This is an optimization exercise on Yosys and OpenROAD, whose aim is small area, a short achievable clock period and few clock cycles per item, not a production implementation. Only simulation tests tie the RTL to the original design; equivalence was not proved. Power and IR drop assume default switching activity.

wip/juniper:
==> flow/design.v <==
module chacha20_keystream_sequencer #(
    parameter int WORDS_PER_BLOCK = 16
) (
    input  logic         clock,
    input  logic         clear,
    input  logic [255:0] key,
    input  logic [95:0]  nonce,
    input  logic [31:0]  initial_counter,
    input  logic         load,
    input  logic         enable,
    output logic         core_start,
    output logic [511:0] core_round_input,
    input  logic         core_finished,
    input  logic [511:0] core_round_output,
    output logic         ks_valid,
    input  logic         ks_ready,
    output logic [31:0]  ks_data,
    output logic [31:0]  block_counter,
    output logic         busy,
    output logic         error
);
    localparam logic [127:0] SIGMA = 128'h6b206574_79622d32_3320646e_61707865;
    logic [255:0] r_key;
    logic [95:0]  r_nonce;
    logic [31:0]  r_ectr;       
    logic [31:0]  r_ctr;        
    logic         r_loaded;
    logic         r_error;
    logic         r_busy;
    logic         r_start;      
    logic         r_run;        
    logic         r_want;       
    logic         r_bufv;       
    logic [31:0]  r_raw [2:WORDS_PER_BLOCK-1];
    logic [31:0]  r_t;          
    logic [31:0]  r_g;          
    logic [15:2]  r_sel;        
    logic         r_pv;         
    logic         r_outv;       
    logic [31:0]  r_data;       
    logic w_wrap, w_take_load, w_cap, w_window, w_adv, w_xfer, w_end, w_idle_n;
    logic w_busy_n, w_run_n, w_want_n, w_bufv_n, w_start_n;
    logic [31:0] w_raw_next, w_state_next;
    assign w_wrap      = (r_ctr == 32'hFFFF_FFFF);
    assign w_take_load = !r_busy && load;
    assign w_window    = r_run && r_want && !r_bufv;
    assign w_cap       = w_window && core_finished;
    assign w_xfer      = r_outv && ks_ready;
    assign w_adv       = r_bufv && r_pv && (!r_outv || ks_ready);
    assign w_end       = w_xfer && !r_pv;
    always_comb begin
        if (r_busy) w_busy_n = !(w_end && (w_wrap || !enable));
        else        w_busy_n = enable && (r_loaded || load) && !r_error;
    end
    assign w_idle_n = r_busy && !w_busy_n;
    assign w_run_n   = r_start || (r_run && !core_finished);
    assign w_want_n  = !w_idle_n && (r_start || (r_want && !(r_run && core_finished)));
    assign w_bufv_n  = w_cap || (r_bufv && !w_end);
    assign w_start_n = w_busy_n && !w_run_n && !w_want_n &&
                       (!w_bufv_n || (enable && !w_wrap));
    always_ff @(posedge clock or posedge clear) begin
        if (clear) begin
            r_busy   <= 1'b0;
            r_error  <= 1'b0;
            r_loaded <= 1'b0;
            r_ctr    <= '0;
            r_start  <= 1'b0;
            r_run    <= 1'b0;
            r_want   <= 1'b0;
            r_bufv   <= 1'b0;
            r_outv   <= 1'b0;
            r_pv     <= 1'b0;
        end else begin
            r_busy  <= w_busy_n;
            r_start <= w_start_n;
            r_run   <= w_run_n;
            r_want  <= w_want_n;
            r_bufv  <= w_bufv_n;
            if (w_take_load) begin
                r_loaded <= 1'b1;
                r_ctr    <= initial_counter;
            end else if (w_end && !w_wrap) begin
                r_ctr    <= r_ectr;
            end
            if (w_end && w_wrap) r_error <= 1'b1;
            if (w_cap)           r_pv <= 1'b1;
            else if (w_adv)      r_pv <= |r_sel;
            if (w_cap || w_adv)  r_outv <= 1'b1;
            else if (w_xfer)     r_outv <= 1'b0;
        end
    end
    function automatic logic [31:0] gt_sum(input logic [31:0] t, input logic [31:0] g);
        logic [31:0] gg, pp;
        int j;
        gg = g;
        pp = t;
        for (int s = 0; s < 5; s++) begin
            for (int i = 0; i < 32; i++) begin
                if ((i >> s) & 1) begin
                    j = ((i >> s) << s) - 1;
                    gg[i] = gg[i] | (pp[i] & gg[j]);
                    pp[i] = pp[i] & pp[j];
                end
            end
        end
        gt_sum = (t & ~g) ^ {gg[30:0], 1'b0};
    endfunction
    always_comb begin
        w_raw_next = '0;
        for (int i = 2; i < WORDS_PER_BLOCK; i++)
            w_raw_next = w_raw_next | ({32{r_sel[i]}} & r_raw[i]);
        w_state_next = ({32{r_sel[2]}} & SIGMA[95:64]) | ({32{r_sel[3]}} & SIGMA[127:96]) |
                       ({32{r_sel[12]}} & r_ctr);
        for (int i = 4; i < 12; i++)
            w_state_next = w_state_next | ({32{r_sel[i]}} & r_key[32*(i-4) +: 32]);
        for (int i = 13; i < 16; i++)
            w_state_next = w_state_next | ({32{r_sel[i]}} & r_nonce[32*(i-13) +: 32]);
    end
    always_ff @(posedge clock) begin
        if (w_take_load) begin
            r_key   <= key;
            r_nonce <= nonce;
            r_ectr  <= initial_counter;
        end else if (w_cap) begin
            r_ectr  <= r_ctr + 32'd1;
        end
        if (w_window)
            for (int i = 2; i < WORDS_PER_BLOCK; i++) r_raw[i] <= core_round_output[32*i +: 32];
        if (w_cap) begin
            r_data <= core_round_output[31:0] + SIGMA[31:0];
            r_t    <= core_round_output[63:32] | SIGMA[63:32];
            r_g    <= core_round_output[63:32] & SIGMA[63:32];
            r_sel  <= 14'd1;
        end else if (w_adv) begin
            r_data <= gt_sum(r_t, r_g);
            r_t    <= w_raw_next | w_state_next;
            r_g    <= w_raw_next & w_state_next;
            r_sel  <= {r_sel[14:2], 1'b0};
        end
    end
    assign core_start       = r_start;
    assign core_round_input = {r_nonce, r_ectr, r_key, SIGMA};
    assign ks_valid         = r_outv;
    assign ks_data          = r_data;
    assign block_counter    = r_ctr;
    assign busy             = r_busy;
    assign error            = r_error;
endmodule
export LEC_CHECK = 0
export CAP_MARGIN = 20
export CORE_AREA = 100 100 420 420
export CTS_CLUSTER_DIAMETER = 75
export CTS_CLUSTER_SIZE = 16
export DIE_AREA = 0 0 520 520
export SETUP_SLACK_MARGIN = 3.25
export SLEW_MARGIN = 20
create_clock -name core_clock -period 6.0 [get_ports {clock}]
standard.sh (not shown) runs the stock make flow with config.mk's settings and CLKGATE_MAP_FILE= SYNTH_SCRIPT=/design/flow/synth_recipe.tcl, a recipe that flattens the netlist after the stock synthesis.
==> flow/flow/run.sh <==
#!/bin/bash
# Standard ORFS layout, except that the port buffers are the smallest plain buffer
# (sky130_fd_sc_hd__buf_1) instead of the flow's default pick; timing repair resizes them
# where needed. Each tool's output goes to its own log in this folder.
set -euo pipefail
bash standard.sh BUFFER_PORTS_ARGS="-buffer_cell sky130_fd_sc_hd__buf_1" finish > make_layout.log 2>&1
cp orfs/logs/sky130hd/chacha20_keystream_sequencer/base/*.log . 2>/dev/null || true
wip/juniper: done, clean on timing, DRC and antenna
Testbench counts of wip/juniper, summed over its fixed seeds: cycles 5,037, items 3,216.
Setup changes, wip/juniper to wip/sierra
Settings: CTS_CLUSTER_SIZE now 22, was 16; CTS_CLUSTER_DIAMETER now 90, was 75.
==> comparison <==
On wip/sierra: number of cell instances on the worst register-to-register path is 1 lower than what wip/juniper gave.
In the reports for wip/sierra and wip/juniper, the larger portion of total power attributed to combinational logic belongs to wip/sierra.
Combinational logic power: wip/sierra lower than wip/juniper
[wip/sierra] via count fell 193 relative to wip/juniper
Edits applied to the flow inputs when going from wip/sierra to wip/fjord:
Settings: CTS_CLUSTER_DIAMETER: 90 -> 60; CTS_CLUSTER_SIZE: 22 -> 18.
Results
- The flow did not stop early for wip/fjord: all stages ran, and the layout cleared the timing, design-rule and antenna checks.
- [compare] base=wip/sierra new=wip/fjord: clock buffer count went up; clock share of power went up; global-route met1 utilization did not really move; via count went up.
Modified inputs, wip/yarrow compared to wip/fjord
Settings: a change of SETUP_SLACK_MARGIN from 3.25 to 3.4.
Findings:
- Compared to wip/fjord, the router laid down more metal wire for wip/yarrow.
- On share of the cycle needed by the critical path after routing: between wip/fjord and wip/yarrow, it ends up lower for wip/yarrow.
- Looking at capturing instance or port of the critical path, the r_data[30] result is from wip/yarrow; the r_t[0] one comes from wip/fjord.
- wip/yarrow vs. wip/fjord: area added between synthesis and finish increased by 4.4 points relative to the old numbers; cell count increased by 2.0% relative to the old numbers; wire length of the first global-routing pass increased by about 0.7% relative to the old numbers; total power increased by about 2% relative to the old numbers; final area increased by about 3.4% relative to the old numbers.

==> port drivers added, routing unchanged <==
No port has a modelled driver above. Below, the same layouts with a new extraction and two added sets of constraints.
Step 1 sets driving cells, clkbuf_16 on the clock port and buf_2 on the other inputs (assumed; they add their load-dependent delay and slew).
Step 2, shift: input delay + t, output delay - t, t = (earliest + latest rising clock arrival at the registers) / 2. This alone moves slack from input paths to output paths.
a / b / c = ideal ports / drivers / drivers and shift; a / b = the first two.
| run | t (ns) | slack for setup (ns) | clock arrival spread, ns | worst data-port slew with drivers (ns) | pins driven straight from the clock port |
|---|---|---|---|---|---|
| wip/juniper | 0.736 | 3.216 / 3.147 / 2.532 | 0.040 / 0.040 | 0.41 | 1 |
| wip/sierra | 0.752 | 3.198 / 3.141 / 2.520 | 0.052 / 0.052 | 0.40 | 1 |
| wip/fjord | 0.759 | 3.187 / 3.187 / 2.504 | 0.047 / 0.048 | 0.43 | 1 |
| wip/yarrow | 0.756 | 3.254 / 3.254 / 2.544 | 0.052 / 0.051 | 0.39 | 1 |
After both steps setup and hold are still met in every run listed. The setup slack of wip/yarrow, which loses most, moves by 0.000 ns with the drivers and by -0.710 ns with both steps.
